What follows belongs to an exercise in optimizing a design on an open flow for small area, a short achievable clock period and few clock cycles per item; a production flow would make more cautious choices. In this exercise RTL edits were held to simulation tests only and were not proved equivalent to the original.

## flow/design.v (module list and top-level ports; edited modules follow where they fit)
// module hsl_to_rgb_converter: 2008 lines
// module hsl_fa: 4 lines
// module hsl_ha: 4 lines
module hsl_to_rgb_converter #(
    parameter int unsigned FRAC_BITS = hsl2rgb_pkg::FRAC_BITS_DEF
) (
    input  logic             i_clk,
    input  logic             i_rst_n,
    input  logic             i_pix_valid,
    output logic             i_pix_ready,
    input  logic [hsl2rgb_pkg::HUE_W-1:0] i_pix_hue,
    input  logic [hsl2rgb_pkg::SL_W-1:0]  i_pix_saturation,
    input  logic [hsl2rgb_pkg::SL_W-1:0]  i_pix_lightness,
    output logic             o_pix_valid,
    input  logic             o_pix_ready,
    output logic [hsl2rgb_pkg::CH_W-1:0]  o_pix_red,
    output logic [hsl2rgb_pkg::CH_W-1:0]  o_pix_green,
    output logic [hsl2rgb_pkg::CH_W-1:0]  o_pix_blue
);
  // ...
==> flow/run.sh <==
#!/bin/bash
# synth_recipe.tcl (not shown) runs the flow's synth.tcl, then flattens the netlist and writes it again
# the make line also repeats each setting of config.mk as NAME=value (left out here)
make -C /OpenROAD-flow-scripts/flow DESIGN_CONFIG=/design/flow/config.mk WORK_HOME=/design/flow/orfs CLKGATE_MAP_FILE= SYNTH_SCRIPT=/design/flow/synth_recipe.tcl finish
==> flow/config.mk <==
export PLATFORM = sky130hd
export DESIGN_NAME = hsl_to_rgb_converter
export DESIGN_NICKNAME = hsl_to_rgb_converter
export VERILOG_FILES = /design/flow/design.v
export SDC_FILE = /design/flow/constraint.sdc
export NUM_CORES = 4
export LEC_CHECK = 0
export ABC_AREA = 1
export CAP_MARGIN = 20
export CORE_MARGIN = 2
export CORE_UTILIZATION = 65
export PLACE_DENSITY = 0.85
export SETUP_SLACK_MARGIN = 4.4
export SLEW_MARGIN = 20
export SYNTH_HIERARCHICAL = 1
==> flow/constraint.sdc <==
create_clock -name core_clock -period 8.0 [get_ports {i_clk}]
set_input_delay 1.6000 -clock core_clock [delete_from_list [all_inputs] [get_ports {i_clk}]]
set_output_delay 1.6000 -clock core_clock [all_outputs]
set_load 0.01 [all_outputs]
==> notes.md, run 1 <==
- Slew HR: 0.302
- Fin crit share: 0.455
- IO Port Bufs: 67
- Share of the synthesized area in the top cell type: 0.408
- FF/Latch Area: 12000 um^2
- DIE WIDTH: ~220 um
- Outcome: finished clean
- Area occupied by multi-input gates: roughly 15000 um^2
- Largest Register: r_sd
- Critical path startpoint: r3_c_348_380
- Netlist Area Pre-Place: 29100 um^2
- Core area: 44200 um^2
- Max clock buf depth: 3
- R2r endpoint: r4_hrs_834
- Via count: roughly 22000
- Core Util, Final: 0.739
- Max FFs per register: 24
- R2R cell count: 7
- YS warnings: 7
- DIE AREA: 46500 um^2
- Final Max Tran Viols: 0
- Bufs w/o clock: 157
- Post-synth top cells: nand2_1 (521), edfxtp_1 (395), inv_1 (332), xor2_1 (302), ha_1 (201)
- Clock buffers: 56
- Worst path arrival time: 3.96 ns
- Most frequent cells in the layout: nand2_1 (521), edfxtp_1 (395), inv_1 (309)
Testbench counts, summed over its fixed seeds: cycles 32,048, items 32,000.
==> inputs of run 2 (changes only) <==
--- a/flow/config.mk
+++ b/flow/config.mk
@@ -9,6 +9,6 @@
 export CAP_MARGIN = 20
 export CORE_MARGIN = 2
-export CORE_UTILIZATION = 65
-export PLACE_DENSITY = 0.85
+export CORE_UTILIZATION = 45
+export PLACE_DENSITY = 0.6
 export SETUP_SLACK_MARGIN = 4.4
 export SLEW_MARGIN = 20
==> run 2 against run 1 <==
  * Non-clock buffer count decreased by 1
  * Sequential cell count unchanged
  * Count of clock-buffer cells in the layout increased by 8
  * Area after synthesis unchanged
  * Fmax increased by 1.2%
  * Setup slack improved by 0.044 ns
  * Sequential share of layout area decreased by 0.31 points
  * Cell count increased by 7.2%
  * Critical path type unchanged
  * Highest routed layer unchanged
==> notes.md, run 2 <==
- Area grow syn2layout: 13.2%
- Crit start category: flop
- Min cycle time layout: 3.59 ns
- Hold Startpoint: r2_lr_369
- Commonest non-fill, non-tap cell in the layout: nand2_1
- Library cells used by synthesis: 51
- # rows: a little over 90
- DRC viols: 0
- FF/Latch Area: 12000 um^2 (about the same)
- Antenna-violating nets left: 0
- DIE AREA: 66700 um^2 (+44%)
- Final Max Tran Viols: 0 (unchanged)
- GRT Util Overall: 0.228
- WHS: 0.422 ns
- Asr flop ratio synth: 0
- CTS H-tree depth: 2
- Synthesized area per cell: 10.0 um^2
- Hold path depth: 0
- Via density: 5.40
- Clock Tree Root: clkbuf_16
- Most frequent cell after synthesis: nand2_1
- Worst endpoint required time: 8.33 ns
- Reg clk slew, reported paths: approximately 0.060 ns
- R2r setup slk: roughly 4.4 ns
- Number of fill cells: 5855
- Core area: 64200 um^2 (+45%)
- RSZ-0062 raised after global routing: yes
- Placed insts: 3757
- Setup violators final: 0
- Final-report hold violation count: 0
- Crit path top cell by count: fa_1
- Largest Register: r_sd
- Post-detail-place hpwl: 58000 um
- Number of synthesized flops with an enable pin: 395
- Share of cells above drive strength 1: 0.0753
- Clock Sink Count: roughly 400
- Starting Density: 0.453
- YS warnings: 7 (unchanged)
- Post-synthesis instance total: 2896
- IO Port Bufs: 67 (unchanged)
- Slowest stage delay, CP: 0.54 ns
- Max clock buf depth: 3 (unchanged)
- Via count: 21200 (-3.7%)
- Seq/Total Area, Yosys: 0.412
- Synth top area cells: edfxtp_1 (41%), fa_1 (12%), xor2_1 (9.1%)
- Crit Path Max Fanout: 9
- Max-Cap Viols: 0
- CTS Buf Count: 46
- Post-synth top cells: nand2_1 (521), edfxtp_1 (395), inv_1 (332), xor2_1 (302), ha_1 (201)
- CP cell instances: clkinvlp_4 > o22ai_1 > xor2_1 > fa_1 > fa_1 > fa_1 > fa_1
- Clk Latency, worst-skew pair: 0.59 ns
- CTS tree: built
- DRT iter0 DRCs: ~1600
- Total gr overflow: 0
- Ys flop type: edfxtp_1
- Critical path class: flop to flop
- Actual slew at the worst max-slew pin: 1.05 ns
- R2r endpoint: r4_hrs_836
- Most area-hungry cell type in the Yosys netlist: edfxtp_1
- Routed len/inst: between 15 and 20 um
- Reg2reg start: r3_c_348_384
- Outcome: finished clean
- DIE WIDTH: 258 um (+20%)
- Achievable clock frequency: 0.278 GHz
- RePlAce Congestion: 0.913
- Netlist Area Pre-Place: 29100 um^2 (unchanged)
- Max FFs per register: 24 (unchanged)
- Routed wire length: 76800 um
- Clock skew: 0.0294 ns
- DR pass1 iterations: 6
- Slowest CP cell: fa_1
- Fin crit share: 0.449 (-0.00546)
- Final TNS setup: 0 ns
- Finished Layout Cells: 3924
- First-pass GRT wire length: approximately 120000 um
- Min-Delay Path Class: flop to flop
- Antenna diode instance count: 0
- Die height: 258 um
- Area occupied by multi-input gates: 15500 um^2 (+0.27%)
- Slew HR: 0.301 (-0.000724)
- Worst hold endpoint: r3_lr_370
- I/O pins: 68
- Post-layout net count: 3459
- Vias in the first global route: between 20000 and 25000
- Most frequent cells in the layout: nand2_1 (520), edfxtp_1 (395), inv_1 (309)
- Seq cells post-synth: around 400
- R2R cell count: 7 (unchanged)
- Initial antenna violation count: 1
- Worst path arrival time: 3.92 ns (-0.04 ns)
- Largest net degree at the start of global routing: 181
- Kind of capture point of the worst setup path: flop
- Share of the synthesized area in the top cell type: 0.408 (unchanged)
-- run 2: cell counts after synthesis --
Identical to the previous run, type by type.
-- run 2: worst max-delay path by stage --
| stage | end | slack, ns | from |
|---|---|---|---|
| after floorplan | i_pix_ready | 4.47 | r_sv |
| after global placement | r_sd[0] | 3.80 | o_pix_ready |
| after detailed placement | r_sd[0] | 3.75 | o_pix_ready |
| after CTS | r_sd[5] | 4.38 | o_pix_ready |
| after global routing | r5_lo_472_948 | 4.32 | r4_c_348_400 |
| final | r4_hrs_836 | 4.41 | r3_c_348_384 |
-- run 2: Yosys stat by module (local to each module, per instance) --
module                area, um^2  flops+latches
hsl_fa                      20.0              0
hsl_ha                      12.5              0
hsl_to_rgb_converter       25000            402
-- run 2: per-layer routing --
| layer | wire length (um) | track usage |
|---|---|---|
| met1 | 33400 | 0.310 |
| met2 | 36300 | 0.379 |
| met3 | 4310 | 0.0322 |
| met4 | 2750 | 0.0747 |
| met5 | 0 | 0 |
-- run 2: repair_timing --
item | 4_1_cts | 5_1_grt
gates resized for setup | 9 | 37
hold buffers | 0 | 0
buffers inserted | 10 | 63
setup endpoints to repair | 38 | 31
cloned | 7 | 5
pin swaps | 0 | 5
-- run 2: cell families (layout without fill, tap and decap cells) --
family                   count (synthesis)  in the layout  synth area share
buffers and inverters                  450            611            0.0591
XOR/XNOR                               339            339             0.102
multiplexers                             4              4           0.00155
flip-flops                             402            402             0.412
adder cells (fa/ha/maj)                382            382             0.211
AO/OA/AOI/OAI                          459            459            0.0927
AND/OR/NAND/NOR                        858            858             0.121
other                                    2             14          0.000258
-- run 2: worst max-delay path, delay by kind of cell (launching register included) --
family | cells | cell delay [ns]
buf+inv | 1 | 0.30
fa+ha+maj | 4 | 2.06
flops | 1 | 0.49
compound gates | 1 | 0.27
xor+xnor | 1 | 0.23
-- run 2: stage by stage --
stage | instance area [um^2] | utilization | setup WS [ns]
6_report | 33000 | 0.513 | 4.41
5_1_grt | 33000 | 0.513 | 4.32
4_1_cts | 32300 | 0.503 | 4.38
3_5_place_dp | 30700 | 0.477 | 3.75
3_3_place_gp | 30700 | 0.477 | 3.80
2_1_floorplan | 29200 | - | 4.47
-- run 2: layout make-up --
class                   instances  share of cell area
well taps                     855              0.0325
repair inverters               12             0.00209
flip-flops and latches        402               0.364
repair buffers                156              0.0413
clock inverters                18             0.00554
clock buffers                  64              0.0395
multi-input cells            2056               0.470
inverters                     361              0.0446
==> inputs of run 3 (changes only) <==
--- a/flow/config.mk
+++ b/flow/config.mk
@@ -9,6 +9,7 @@
 export CAP_MARGIN = 20
 export CORE_MARGIN = 2
-export CORE_UTILIZATION = 45
-export PLACE_DENSITY = 0.6
+export CORE_UTILIZATION = 55
+export CTS_BUF_LIST = sky130_fd_sc_hd__clkbuf_8
+export PLACE_DENSITY = 0.75
 export SETUP_SLACK_MARGIN = 4.4
 export SLEW_MARGIN = 20
==> run 3 against run 2 <==
  * Via count grew 1.2%
  * Sequential cell count is the same
  * Setup slack got worse by 0.074 ns
  * Clock skew increased by 0.025 ns
  * Core utilization is 11 points higher
  * Highest routed layer is now met5
==> notes.md, run 3 <==
- CTS H-tree depth: 3 (+1)
- Initial antenna violation count: 1 (unchanged)
- Post-synthesis instance total: 2896 (unchanged)
- R2r setup slk: 4.33 ns (-0.07 ns)
- Min-Delay Path Class: flop to flop
- Post-layout net count: 3467 (+0.23%)
- Crit Path Max Fanout: 5 (-4)
- Netlist Area Pre-Place: 29100 um^2 (unchanged)
- RePlAce Congestion: 0.967 (+5.9%)
- # hold bufs at CTS: 0 (unchanged)
- Slowest CP cell: edfxtp_1
- Final-report hold violation count: 0 (unchanged)
- Most area-hungry cell type in the Yosys netlist: edfxtp_1
- Via count: 21400 (+1.2%)
- Final Max Tran Viols: 0 (unchanged)
- Share of the synthesized area in the top cell type: 0.408 (unchanged)
- Fin crit share: 0.459 (+0.00923)
- Ys flop type: edfxtp_1
- DRC viols: 0 (unchanged)
- Clock Tree Root: clkbuf_8
- Asr flop ratio synth: 0 (unchanged)
- CP cell instances: clkinvlp_4 > o22ai_2 > xor2_1 > fa_1 > fa_1 > fa_1 > fa_1
- I/O pins: 68 (unchanged)
- # rows: 84 (-9.7%)
- GRT Util Overall: 0.274 (+0.0456)
- DIE WIDTH: 234 um (-9.4%)
- Number of fill cells: 4244 (-28%)
- Kind of capture point of the worst setup path: flop
- Seq cells post-synth: 402 (unchanged)
- Core area: 52400 um^2 (-18%)
- CP Buf/Inv Count: 1 (unchanged)
- First-pass GRT wire length: 115000 um (-3.8%)
- Clock skew: 0.0540 ns (+0.0246 ns)
- Most frequent cell after synthesis: nand2_1
- Number of synthesized flops with an enable pin: 395 (unchanged)
- Achievable clock frequency: 0.273 GHz (-2.0%)
- Worst endpoint required time: 8.38 ns (+0.05 ns)
- Max FFs per register: 24 (unchanged)
- Reg clk slew, reported paths: 0.06 ns (about the same)
- Critical path class: flop to flop
- Largest net degree at the start of global routing: 86 (-52%)
- Slew HR: 0.304 (+0.00293)
- CTS tree: built
- Worst path arrival time: 4.05 ns (+0.13 ns)
- Delay-heaviest family, CP: adder cells
- Seq/Total Area, Yosys: 0.412 (unchanged)
- Area grow syn2layout: 11.9%
- Share of cells above drive strength 1: 0.0785 (+0.00322)
- Final Cell Area: 32600 um^2 (-1.2%)
- Clk Latency, worst-skew pair: 0.69 ns (+0.10 ns)
- Antenna-violating nets left: 0 (unchanged)
- Post-synth top cells: nand2_1 (521), edfxtp_1 (395), inv_1 (332), xor2_1 (302), ha_1 (201)
- Outcome: finished clean
- Routed len/inst: 20.0 um (+2.0%)
- DR pass1 iterations: 6 (unchanged)
- Most frequent cells in the layout: nand2_1 (521), edfxtp_1 (395), inv_1 (327)
- Routed wire length: 75500 um (-1.6%)
- Starting Density: 0.555 (+0.102)
- IO Port Bufs: 67 (unchanged)
- Placement-stage cell area: 30400 um^2 (-0.82%)
- Min cycle time layout: 3.67 ns (+0.0738 ns)
- Largest Register: r_sd
- DRT iter0 DRCs: 1509 (-6.6%)
- Vias in the first global route: 21200 (+1.3%)
- Crit start category: flop
- Max-Cap Viols: 0 (unchanged)
- YS warnings: 7 (unchanged)
- RSZ-0062 raised after global routing: yes
- Synth top area cells: edfxtp_1 (41%), fa_1 (12%), xor2_1 (9.1%)
- DIE AREA: 54800 um^2 (-18%)
- Max clock buf depth: 3 (unchanged)
- Clock Sink Count: 402 (unchanged)
- CTS Buf Count: 68 (+48%)
- Setup violators final: 0 (unchanged)
- Via density: 5.67 (+4.9%)
- Total gr overflow: 0 (unchanged)
- Slowest stage delay, CP: 0.53 ns (about the same)
- Final TNS setup: 0 ns (unchanged)
- Die height: 234 um (-9.4%)
- Commonest non-fill, non-tap cell in the layout: nand2_1
- Crit path top cell by count: fa_1
- Post-detail-place hpwl: 56700 um (-2.3%)
- Synthesized area per cell: 10.0 um^2 (unchanged)
- Actual slew at the worst max-slew pin: 1.04 ns (-0.00439 ns)
- Library cells used by synthesis: 51 (unchanged)
## run 3: cell counts after synthesis
Identical to the previous run, type by type.
## run 3: metrics by stage
stage,setup slack [ns],utilization,hold WS [ns],cells
3_3_place_gp,4.38,0.580,0.400,3586
3_5_place_dp,4.25,0.580,0.405,3586
2_1_floorplan,4.47,-,0.400,2908
5_1_grt,4.29,0.621,0.424,3784
4_1_cts,4.38,0.608,0.408,3721
6_report,4.33,0.621,0.404,3785
## run 3: per-module statistics from Yosys, one instance, submodules excluded
module,cells,times used
hsl_fa,1,176
hsl_ha,1,44
hsl_to_rgb_converter,2676,1
## run 3: layer usage
layer | GRT usage | vias to the layer above | share of wire
met5 | 0 | - | 0.00013
met1 | 0.340 | 10200 | 0.40
met3 | 0.0452 | 242 | 0.067
li1 | - | 10100 | -
met2 | 0.465 | 923 | 0.48
met4 | 0.136 | 2 | 0.056
## run 3: worst register-to-register path: cells and delay by family, from the launching register on
kind,cells,cell delay (ns)
flops,1,0.53
xor+xnor,1,0.23
fa+ha+maj,4,2.04
compound gates,1,0.25
buf+inv,1,0.31
## run 3: logic make-up (layout without fill, tap and decap cells)
group,after synthesis,count (layout),share of synthesized area
AO/OA/AOI/OAI,459,459,0.0927
flip-flops,402,402,0.412
XOR/XNOR,339,339,0.102
buffers and inverters,450,638,0.0591
AND/OR/NAND/NOR,858,858,0.121
other,2,15,0.000258
multiplexers,4,4,0.00155
adder cells (fa/ha/maj),382,382,0.211
## run 3: repair_timing
action,in CTS,in global routing
buffers inserted,5,57
gates resized for setup,12,41
cloned,7,6
setup endpoints to repair,14,44
pin swaps,0,2
## run 3: final cells by class
type | count | area (um^2) | share of cell area
clock buffer | 72 | 991 | 0.0304
inverter | 361 | 1460 | 0.0447
timing repair buffer | 142 | 1280 | 0.0394
multi-input combinational | 2056 | 15500 | 0.477
timing repair inverter | 12 | 78.8 | 0.00242
antenna | 1 | 2.50 | 0.0000768
tap | 688 | 861 | 0.0264
clock inverter | 51 | 360 | 0.0111
sequential | 402 | 12000 | 0.369
## run 3: final timing paths
kind           startpoint     endpoint  cells past startpoint
max reg2reg  r3_c_348_383   r4_hrs_835                      7
min           r2_y_72_930  r3_y_72_931                      0
max          r3_c_348_383   r4_hrs_835                      7
min reg2reg   r2_y_72_930  r3_y_72_931                      0
==> inputs of run 4 (changes only) <==
--- a/flow/config.mk
+++ b/flow/config.mk
@@ -10,5 +10,5 @@
 export CORE_MARGIN = 2
 export CORE_UTILIZATION = 55
-export CTS_BUF_LIST = sky130_fd_sc_hd__clkbuf_8
+export CTS_BUF_LIST = sky130_fd_sc_hd__clkbuf_4
 export PLACE_DENSITY = 0.75
 export SETUP_SLACK_MARGIN = 4.4
==> run 4 against run 3 <==
  * Still clean on timing, DRC and antenna
  * Sequential cell count unchanged
  * Non-clock buffer count up 21
  * Count of clock-buffer cells in the layout up 63
  * Area after synthesis unchanged
  * Wire length up 0.72%
  * Sequential share of layout area about the same
  * Core utilization about the same
  * Highest routed layer is now met4
  * Fmax up 0.88%
==> notes.md, run 4 <==
- Post-synth top cells: nand2_1 (521), edfxtp_1 (395), inv_1 (332), xor2_1 (302), ha_1 (201)
- Critical path class: flop to flop
- Ys flop type: edfxtp_1
- Slowest stage delay, CP: 0.52 ns (about the same)
- CTS H-tree depth: 3 (unchanged)
- Share of cells above drive strength 1: 0.101 (+0.0223)
- Reg clk slew, reported paths: 0.08 ns (+0.02 ns)
- DRC viols: 0 (unchanged)
- Most area-hungry cell type in the Yosys netlist: edfxtp_1
- RSZ-0062 raised after global routing: yes
- Area grow syn2layout: 11.9% (about the same)
- Largest net degree at the start of global routing: 86 (unchanged)
- Die height: 234 um (unchanged)
- Post-layout net count: 3519 (+1.5%)
- Clock Tree Root: clkbuf_4
- Total gr overflow: 0 (unchanged)
- Max clock buf depth: 3 (unchanged)
- DRT iter0 DRCs: 1609 (+6.6%)
- Initial antenna violation count: 1 (unchanged)
- Most frequent cells in the layout: nand2_1 (521), edfxtp_1 (395), inv_1 (304)
- Final Max Tran Viols: 0 (unchanged)
- Area occupied by multi-input gates: 15500 um^2 (-0.40%)
- Actual slew at the worst max-slew pin: 1.05 ns (+0.00108 ns)
- I/O pins: 68 (unchanged)
- Worst path arrival time: 4.19 ns (+0.14 ns)
- Worst endpoint required time: 8.56 ns (+0.18 ns)
- DIE WIDTH: 234 um (unchanged)
- Crit path top cell by count: fa_1
- RePlAce Congestion: 0.967 (unchanged)
- Post-synthesis instance total: 2896 (unchanged)
- # rows: 84 (unchanged)
- Most frequent cell after synthesis: nand2_1
- Max-Cap Viols: 0 (unchanged)
- CTS tree: built
- WP depth: 8 (+1)
- Library cells used by synthesis: 51 (unchanged)
- # hold bufs at CTS: 0 (unchanged)
- Placed insts: 3586 (unchanged)
- Number of synthesized flops with an enable pin: 395 (unchanged)
- Crit Path Max Fanout: 6 (+1)
- FF/Latch Area: 12000 um^2 (unchanged)
- DR pass1 iterations: 7 (+1)
- Core area: 52400 um^2 (unchanged)
- Slowest CP cell: fa_1
- Min cycle time layout: 3.64 ns (-0.0322 ns)
- Clock Sink Count: 402 (unchanged)
- Place WS: 4.25 ns (unchanged)
- Share of the synthesized area in the top cell type: 0.408 (unchanged)
- Final TNS setup: 0 ns (unchanged)
- Critical path startpoint: r3_c_348_385
- Delay-heaviest family, CP: adder cells
- Kind of capture point of the worst setup path: flop
- R2r endpoint: r4_hrs_834
- CP Buf/Inv Count: 2 (+1)
- GRT Util Overall: 0.277 (+0.00307)
- Clock skew: 0.102 ns (+0.0484 ns)
- Critical Path End: r4_hrs_834
- Min-Delay Path Class: flop to flop
- Synthesized area per cell: 10.0 um^2 (unchanged)
- R2r setup slk: 4.36 ns (+0.03 ns)
- Via density: 5.68 (+0.23%)
- Commonest non-fill, non-tap cell in the layout: nand2_1
- Asr flop ratio synth: 0 (unchanged)
- Number of fill cells: 4238 (-0.14%)
- Final-report hold violation count: 0 (unchanged)
- Seq/Total Area, Yosys: 0.412 (unchanged)
- Via count: 21800 (+1.8%)
- Clk Latency, worst-skew pair: 0.89 ns (+0.20 ns)
- Synth top area cells: edfxtp_1 (41%), fa_1 (12%), xor2_1 (9.1%)
- Antenna-violating nets left: 0 (unchanged)
- Achievable clock frequency: 0.275 GHz (+0.88%)
- Crit start category: flop
- Reg2reg start: r3_c_348_385
- Core Util, Final: 0.621 (about the same)
- YS warnings: 7 (unchanged)
- Setup violators final: 0 (unchanged)
- CTS Buf Count: 101 (+49%)
- First-pass GRT wire length: 116000 um (+1.2%)
- Vias in the first global route: 21600 (+1.8%)
- Starting Density: 0.555 (unchanged)
- Worst setup margin: 4.36 ns (+0.0322 ns)
- Slew HR: 0.303 (-0.000721)
- R2R cell count: 8 (+1)
- Netlist Area Pre-Place: 29100 um^2 (unchanged)
- Fin crit share: 0.455 (-0.00402)
- Post-detail-place hpwl: 56700 um (unchanged)
- Routed wire length: 76100 um (+0.72%)
- Finished Layout Cells: 3845 (+1.6%)
- Routed len/inst: 19.8 um (-0.85%)
- CP cell instances: clkinvlp_4 > clkbuf_4 > o22ai_1 > xor2_1 > fa_1 > fa_1 > fa_1 > fa_1
- DIE AREA: 54800 um^2 (unchanged)
- IO Port Bufs: 67 (unchanged)
- Largest Register: r_sd
- Seq cells post-synth: 402 (unchanged)
- Outcome: finished clean
- Max FFs per register: 24 (unchanged)
-- run 4: cell counts after synthesis --
Identical to the previous run, type by type.
-- run 4: worst reg2reg max path, delay by kind of cell, from the launching register on --
family          cells  cell delay (ns)
fa+ha+maj           4             1.99
buf+inv             2             0.46
flops               1             0.45
compound gates      1             0.18
xor+xnor            1             0.22
-- run 4: final cells by class --
type                       instances  share of cell area
antenna                            1           0.0000768
clock buffer                     135              0.0311
clock inverter                    29             0.00684
inverter                         361              0.0458
multi-input combinational       2056               0.475
sequential                       402               0.369
tap                              688              0.0264
timing repair buffer             163              0.0442
timing repair inverter            10             0.00207
-- run 4: worst min-delay path by stage --
stage                                      from  depth (start not counted)  slack [ns]                      to
after floorplan           r1_i_pix_lightness_59                          0        0.40  r2_i_pix_lightness_373
after global routing                  r2_lr_357                          0        0.43               r3_lr_358
after global placement              r2_y_72_930                          0        0.40             r3_y_72_931
after detailed placement            r3_y_72_931                          0        0.40             r4_y_72_932
final                                 r2_lr_357                          0        0.42               r3_lr_358
after CTS                             r2_lr_357                          0        0.42               r3_lr_358
-- run 4: logic make-up (layout without fill, tap and decap cells) --
family                     count (synthesis)  in the layout  synth area share
DFF                                      402            402             0.412
buffers and inverters                    450            698            0.0591
other                                      2             15          0.000258
AOI/OAI and AO/OA                        459            459            0.0927
muxes                                      4              4           0.00155
xor gates and xnor gates                 339            339             0.102
and+or+nand+nor                          858            858             0.121
adders and majority gates                382            382             0.211
-- run 4: per-stage QoR --
stage / hold slack, ns / cell area, um^2
after floorplan: 0.400 / 29200
after global placement: 0.400 / 30400
after detailed placement: 0.405 / 30400
after CTS: 0.421 / 31800
after global routing: 0.425 / 32600
final: 0.419 / 32600
-- run 4: routing by layer --
layer / vias up / routed length, um / track usage
met3: 242 / 5260 / 0.0429
met1: 10300 / 30000 / 0.343
met2: 1010 / 36700 / 0.469
met4: 0 / 4150 / 0.148
met5: - / 0 / 0
li1: 10300 / - / -
-- run 4: Yosys stat by module (local to each module, per instance) --
| module | times used | area, um^2 | flip-flops and latches | cells |
|---|---|---|---|---|
| hsl_fa | 176 | 20.0 | 0 | 1 |
| hsl_ha | 44 | 12.5 | 0 | 1 |
| hsl_to_rgb_converter | 1 | 25000 | 402 | 2676 |
-- run 4: timing repair --
action,in CTS,in global routing
setup endpoints to repair,20,45
resized for setup,15,40
buffers inserted,9,74
gates cloned,8,3
pin swaps,0,4
==> inputs of run 5 (changes only) <==
--- a/flow/config.mk
+++ b/flow/config.mk
@@ -10,5 +10,4 @@
 export CORE_MARGIN = 2
 export CORE_UTILIZATION = 55
-export CTS_BUF_LIST = sky130_fd_sc_hd__clkbuf_4
 export PLACE_DENSITY = 0.75
 export SETUP_SLACK_MARGIN = 4.4
==> run 5 against run 4 <==
  * Still clean
  * Critical path depth is 1 lower
  * Wire length is 2.2% lower
  * Largest cell class unchanged
==> notes.md, run 5 <==
- Total gr overflow: 0 (unchanged)
- Area grow syn2layout: 11.1%
- DIE WIDTH: 234 um (unchanged)
- YS warnings: 7 (unchanged)
- Share of cells above drive strength 1: 0.0568 (-0.0439)
- CP cell instances: inv_1 > o22ai_1 > xor2_1 > fa_1 > fa_1 > fa_1 > fa_1
- Post-detail-place hpwl: 56700 um (unchanged)
- DRT iter0 DRCs: 1535 (-4.6%)
- Fin crit share: 0.444 (-0.0108)
- Number of fill cells: 4241 (+0.071%)
- Seq cells post-synth: 402 (unchanged)
- Asr flop ratio synth: 0 (unchanged)
- FF/Latch Area: 12000 um^2 (about the same)
- Slew HR: 0.296 (-0.00700)
- IO Port Bufs: 67 (unchanged)
- Largest net degree at the start of global routing: 86 (unchanged)
- Number of synthesized flops with an enable pin: 395 (unchanged)
- RSZ-0062 raised after global routing: yes
- DIE AREA: 54800 um^2 (unchanged)
- DR pass1 iterations: 5 (-2)
- Via density: 5.68 (about the same)
- Crit start category: flop
- Largest Register: r_sd
- Achievable clock frequency: 0.282 GHz (+2.4%)
- Netlist Area Pre-Place: 29100 um^2 (unchanged)
- Slowest CP cell: fa_1
- Post-layout net count: 3415 (-3.0%)
- Reg clk slew, reported paths: 0.07 ns (about the same)
- Final Cell Area: 32300 um^2 (-0.79%)
- Placement-stage cell area: 30400 um^2 (unchanged)
- Share of the synthesized area in the top cell type: 0.408 (unchanged)
- Via count: 21100 (-3.4%)
- CTS tree: built
- Post-synth top cells: nand2_1 (521), edfxtp_1 (395), inv_1 (332), xor2_1 (302), ha_1 (201)
- # hold bufs at CTS: 0 (unchanged)
- Library cells used by synthesis: 51 (unchanged)
- Final-report hold violation count: 0 (unchanged)
- Clock skew: 0.0380 ns (-0.0644 ns)
- Ys flop type: edfxtp_1
- Most frequent cells in the layout: nand2_1 (521), edfxtp_1 (395), inv_1 (315)
- Most area-hungry cell type in the Yosys netlist: edfxtp_1
- Max clock buf depth: 3 (unchanged)
- Seq/Total Area, Yosys: 0.412 (unchanged)
- Synth top area cells: edfxtp_1 (41%), fa_1 (12%), xor2_1 (9.1%)
- Actual slew at the worst max-slew pin: 1.06 ns (+0.0105 ns)
- Clock Tree Root: clkbuf_16
- Min cycle time layout: 3.55 ns (-0.0860 ns)
- Starting Density: 0.555 (unchanged)
- Setup violators final: 0 (unchanged)
- Max FFs per register: 24 (unchanged)
- Delay-heaviest family, CP: adder cells
- CTS Buf Count: 43 (-57%)
- Outcome: finished clean
- Clk Latency, worst-skew pair: 0.60 ns (-0.29 ns)
- Commonest non-fill, non-tap cell in the layout: nand2_1
- Kind of capture point of the worst setup path: flop
- GRT Util Overall: 0.273 (-0.00421)
- Antenna-violating nets left: 0 (unchanged)
- Crit Path Max Fanout: 11 (+5)
- Initial antenna violation count: 1 (unchanged)
- Core area: 52400 um^2 (unchanged)
- Critical path class: flop to flop
- Max-Cap Viols: 0 (unchanged)
- Routed len/inst: 20.0 um (+1.2%)
- Vias in the first global route: 21000 (-2.9%)
- Min-Delay Path Class: flop to flop
- Crit path top cell by count: fa_1
- RePlAce Congestion: 0.967 (unchanged)
- DRC viols: 0 (unchanged)
- CTS H-tree depth: 2 (-1)
- Die height: 234 um (unchanged)
- Worst path arrival time: 3.86 ns (-0.33 ns)
- Post-synthesis instance total: 2896 (unchanged)
- Worst endpoint required time: 8.31 ns (-0.25 ns)
- CP Buf/Inv Count: 1 (-1)
- Slowest stage delay, CP: 0.53 ns (about the same)
- # rows: 84 (unchanged)
- Clock Sink Count: 402 (unchanged)
- Area occupied by multi-input gates: 15500 um^2 (about the same)
- Routed wire length: 74400 um (-2.2%)
- I/O pins: 68 (unchanged)
- Final TNS setup: 0 ns (unchanged)
- First-pass GRT wire length: 114000 um (-1.2%)
- Final Max Tran Viols: 0 (unchanged)
- Most frequent cell after synthesis: nand2_1
- Synthesized area per cell: 10.0 um^2 (unchanged)
## run 5: cell counts after synthesis
No cell type changed its count.
## run 5: final timing paths
path	start	to	slack, ns	cells past startpoint
hold reg to reg	r2_lr_351	r3_lr_352	0.42	0
setup / recovery	r3_c_348_381	r4_hrs_835	4.45	7
hold / removal	r2_lr_351	r3_lr_352	0.42	0
setup reg to reg	r3_c_348_381	r4_hrs_835	4.45	7
## run 5: per-module statistics from Yosys, one instance, submodules excluded
module,flip-flops and latches,cells inside,copies in the design
hsl_to_rgb_converter,402,2676,1
hsl_fa,0,1,176
hsl_ha,0,1,44
## run 5: through the flow
stage,util,hold WS (ns),setup WS (ns),cells
2_1_floorplan,-,0.400,4.47,2908
3_3_place_gp,0.580,0.400,4.38,3586
3_5_place_dp,0.580,0.405,4.25,3586
4_1_cts,0.609,0.418,4.40,3679
5_1_grt,0.616,0.426,4.35,3714
6_report,0.616,0.417,4.45,3715
## run 5: layer usage
layer | global-route usage | wire (um)
met3 | 0.0337 | 4720
met1 | 0.345 | 29800
met5 | 0 | 10
met2 | 0.467 | 35600
met4 | 0.130 | 4150
## run 5: area by class of cell
type                       count  share of cell area
timing repair inverter         9             0.00182
inverter                     361              0.0444
tap                          688              0.0266
sequential                   402               0.371
clock buffer                  52              0.0350
antenna                        1           0.0000774
clock inverter                28             0.00825
timing repair buffer         118              0.0335
multi-input combinational   2056               0.479
## run 5: repair_timing
action	4_1_cts	5_1_grt
cloned	7	2
gates resized for setup	10	24
setup buffers	6	33
endpoints found under the setup margin	13	39
pin swaps	0	1
## run 5: worst reg2reg max path: cells and delay by family (launching register included)
family / cells / cell delay, ns
AOI/OAI and AO/OA: 1 / 0.20
xor gates and xnor gates: 1 / 0.18
adders and majority gates: 4 / 2.06
buffers and inverters: 1 / 0.39
DFF: 1 / 0.43
## run 5: cells by family after synthesis
| family | synth area share |
|---|---|
| AND/OR/NAND/NOR | 0.121 |
| AO/OA/AOI/OAI | 0.0927 |
| buffers and inverters | 0.0591 |
| flip-flops | 0.412 |
| adder cells (fa/ha/maj) | 0.211 |
| XOR/XNOR | 0.102 |
| multiplexers | 0.00155 |
| other | 0.000258 |
==> inputs of run 6 (changes only) <==
--- a/flow/config.mk
+++ b/flow/config.mk
@@ -11,5 +11,5 @@
 export CORE_UTILIZATION = 55
 export PLACE_DENSITY = 0.75
-export SETUP_SLACK_MARGIN = 4.4
+export SETUP_SLACK_MARGIN = 4.7
 export SLEW_MARGIN = 20
 export SYNTH_HIERARCHICAL = 1
==> run 6 against run 5 <==
  * Sequential cell count is the same
  * Final area grew 6.6%
  * Hold slack lost 0.0022 ns
  * Still clean
  * First-iteration DRC count grew 35%
  * Synthesized cell count is the same
  * Largest cell class unchanged
  * Cell count grew 4.5%
==> notes.md, run 6 <==
- Outcome: finished clean
- Actual slew at the worst max-slew pin: 1.05 ns (-0.00716 ns)
- Asr flop ratio synth: 0 (unchanged)
- Starting Density: 0.555 (unchanged)
- Clock Sink Count: 402 (unchanged)
- Synthesized area per cell: 10.0 um^2 (unchanged)
- DIE AREA: 54800 um^2 (unchanged)
- Antenna diode instance count: 0 (-1)
- I/O pins: 68 (unchanged)
- Most frequent cell after synthesis: nand2_1
- Routed len/inst: 21.3 um (+6.4%)
- CTS tree: built
- Hold Startpoint: r2_lr_365
- DR pass1 iterations: 7 (+2)
- Synth top area cells: edfxtp_1 (41%), fa_1 (12%), xor2_1 (9.1%)
- Die height: 234 um (unchanged)
- Post-synth top cells: nand2_1 (521), edfxtp_1 (395), inv_1 (332), xor2_1 (302), ha_1 (201)
- Reg clk slew, reported paths: 0.06 ns (about the same)
- Kind of capture point of the worst setup path: flop
- Slowest stage delay, CP: 0.52 ns (about the same)
- Final Max Tran Viols: 0 (unchanged)
- Area grow syn2layout: 18.4%
- IO Port Bufs: 67 (unchanged)
- Max FFs per register: 24 (unchanged)
- Vias in the first global route: 21800 (+3.8%)
- Fin crit share: 0.447 (+0.00311)
- Core area: 52400 um^2 (unchanged)
- Crit start category: flop
- Seq/Total Area, Yosys: 0.412 (unchanged)
- Post-layout net count: 3581 (+4.9%)
- Number of synthesized flops with an enable pin: 395 (unchanged)
- # rows: 84 (unchanged)
- Final-report hold violation count: 0 (unchanged)
- Reg2reg start: r3_c_348_385
- RSZ-0062 raised after global routing: yes
- Netlist Area Pre-Place: 29100 um^2 (unchanged)
- Slowest CP cell: fa_1
- Share of the synthesized area in the top cell type: 0.408 (unchanged)
- Max clock buf depth: 3 (unchanged)
- Post-detail-place hpwl: 55900 um (-1.4%)
- Critical path startpoint: r3_c_348_385
- Finished Layout Cells: 3883 (+4.5%)
- WHS: 0.415 ns (-0.00220 ns)
- Routed wire length: 82700 um (+11%)
- # hold bufs at CTS: 0 (unchanged)
- Min cycle time layout: 3.58 ns (+0.0249 ns)
- Largest net degree at the start of global routing: 176 (+100%)
- Via count: 22600 (+7.2%)
- First-pass GRT wire length: 120000 um (+4.9%)
- Critical path class: flop to flop
- Slew HR: 0.301 (+0.00477)
- Worst path arrival time: 3.91 ns (+0.05 ns)
- Clk Latency, worst-skew pair: 0.60 ns (about the same)
- RePlAce Congestion: 0.961 (-0.58%)
- Library cells used by synthesis: 51 (unchanged)
- YS warnings: 7 (unchanged)
- Commonest non-fill, non-tap cell in the layout: nand2_1
- Setup violators final: 0 (unchanged)
- Total gr overflow: 0 (unchanged)
- Initial antenna violation count: 2 (+1)
- CTS H-tree depth: 2 (unchanged)
- Largest Register: r_sd
- Seq cells post-synth: 402 (unchanged)
- Via density: 5.82 (+2.6%)
- Most frequent cells in the layout: nand2_1 (518), edfxtp_1 (395), inv_1 (299)
- Final TNS setup: 0 ns (unchanged)
- Crit Path Max Fanout: 7 (-4)
- Ys flop type: edfxtp_1
- Clock Tree Root: clkbuf_16
- Antenna-violating nets left: 0 (unchanged)
- Achievable clock frequency: 0.280 GHz (-0.70%)
- Min-Delay Path Class: flop to flop
- Share of cells above drive strength 1: 0.143 (+0.0865)
- Max-Cap Viols: 0 (unchanged)
- Post-synthesis instance total: 2896 (unchanged)
- Most area-hungry cell type in the Yosys netlist: edfxtp_1
- DRC viols: 0 (unchanged)
- DIE WIDTH: 234 um (unchanged)
- Core Util, Final: 0.657 (+0.0409)
- Placed insts: 3584 (-0.056%)
- DRT iter0 DRCs: 2070 (+35%)
- GRT Util Overall: 0.288 (+0.0149)
- Crit path top cell by count: fa_1
- CTS Buf Count: 46 (+7.0%)
- Clock skew: 0.0233 ns (-0.0146 ns)
- Worst endpoint required time: 8.34 ns (+0.03 ns)
- CP cell instances: clkinvlp_4 > buf_6 > o22ai_2 > xor2_2 > fa_1 > fa_1 > fa_1 > fa_1
==> run 6: changes by cell type in the layout (fill, tap and decap cells not counted), moves of 12 or more <==
cell	delta
clkinv_1	-23
xor2_1	-13
o22ai_2	+36
clkinv_2	+18
buf_6	+12
inv_1	-16
clkinvlp_4	+29
xor2_2	+13
buf_4	+128
o22ai_1	-40
==> run 6: critical path: cells and delay by family, from the launching register on <==
kind | cells | cell delay (ns)
fa+ha+maj | 4 | 1.90
buf+inv | 2 | 0.47
flops | 1 | 0.41
compound gates | 1 | 0.29
xor+xnor | 1 | 0.24
==> run 6: final cells by class <==
cell class	count	area, um^2
Clock inverter	35	384
Clock buffer	51	1170
Timing Repair Buffer	269	2390
Fill cell	3943	18000
Multi-Input combinational cell	2056	16000
Sequential cell	402	12000
Inverter	361	1530
Tap cell	688	861
Timing Repair inverter	21	151
==> run 6: Yosys stat by module (local to each module, per instance) <==
module	cells inside	copies in the design
hsl_fa	1	176
hsl_ha	1	44
hsl_to_rgb_converter	2676	1
==> run 6: logic make-up (layout without fill, tap and decap cells) <==
| family | count (synthesis) | count (layout) | share of synthesized area |
|---|---|---|---|
| compound gates | 459 | 459 | 0.0927 |
| xor+xnor | 339 | 339 | 0.102 |
| fa+ha+maj | 382 | 382 | 0.211 |
| buf+inv | 450 | 737 | 0.0591 |
| flops | 402 | 402 | 0.412 |
| mux | 4 | 4 | 0.00155 |
| other cells | 2 | 14 | 0.000258 |
| simple gates | 858 | 858 | 0.121 |
==> run 6: metrics by stage <==
stage | instance area [um^2] | worst slack [ns]
4_1_cts | 33100 | 4.59
2_1_floorplan | 29200 | 4.72
3_5_place_dp | 30400 | 4.25
3_3_place_gp | 30400 | 4.38
6_report | 34500 | 4.42
5_1_grt | 34500 | 4.34
==> run 6: routing by layer <==
layer  vias up  routed length [um]  track usage
li1      10300                   -            -
met1     10700               31400        0.357
met2      1232               39200        0.482
met3       345                7000       0.0508
met4         2                5110        0.153
met5         -                  11            0
==> run 6: worst paths after layout <==
kind | end | slack, ns | cells after the start
min reg2reg | r3_lr_366 | 0.42 | 0
min | r3_lr_366 | 0.42 | 0
max reg2reg | r4_hrs_834 | 4.42 | 8
max | r4_hrs_834 | 4.42 | 8
==> run 6: timing repair <==
item,4_1_cts,5_1_grt
gates cloned,16,6
gates resized for setup,90,104
setup buffers,92,99
pin swaps,16,95
setup endpoints to repair,61,90

[static timing again, ports no longer ideal]
The results above use ideal ports. As a check the final layouts listed here were re-extracted and re-timed, cells and wires unchanged.
Step 1, drivers: a clkbuf_16 drives i_clk and a buf_2 each remaining input, both assumed.
Step 2 moves the port delays by t, midway between the first and last clock arrival at a register: inputs arrive t later, outputs are due t later. That takes back most of the time a late clock gives input paths.
a / b / c = ideal ports / drivers / drivers and shift; a / b = the first two.
run	shift t [ns]	slack for setup (ns)	worst setup path after step 2
run 1	0.656	4.362 / 4.362 / 4.362	register to register
run 2	0.639	4.405 / 4.405 / 4.405	register to register
run 3	0.716	4.332 / 4.332 / 4.332	register to register
run 4	0.887	4.364 / 4.364 / 4.364	register to register
run 5	0.641	4.450 / 4.450 / 4.450	register to register
run 6	0.659	4.425 / 4.425 / 4.425	register to register
After both steps setup and hold are still met in every run listed.
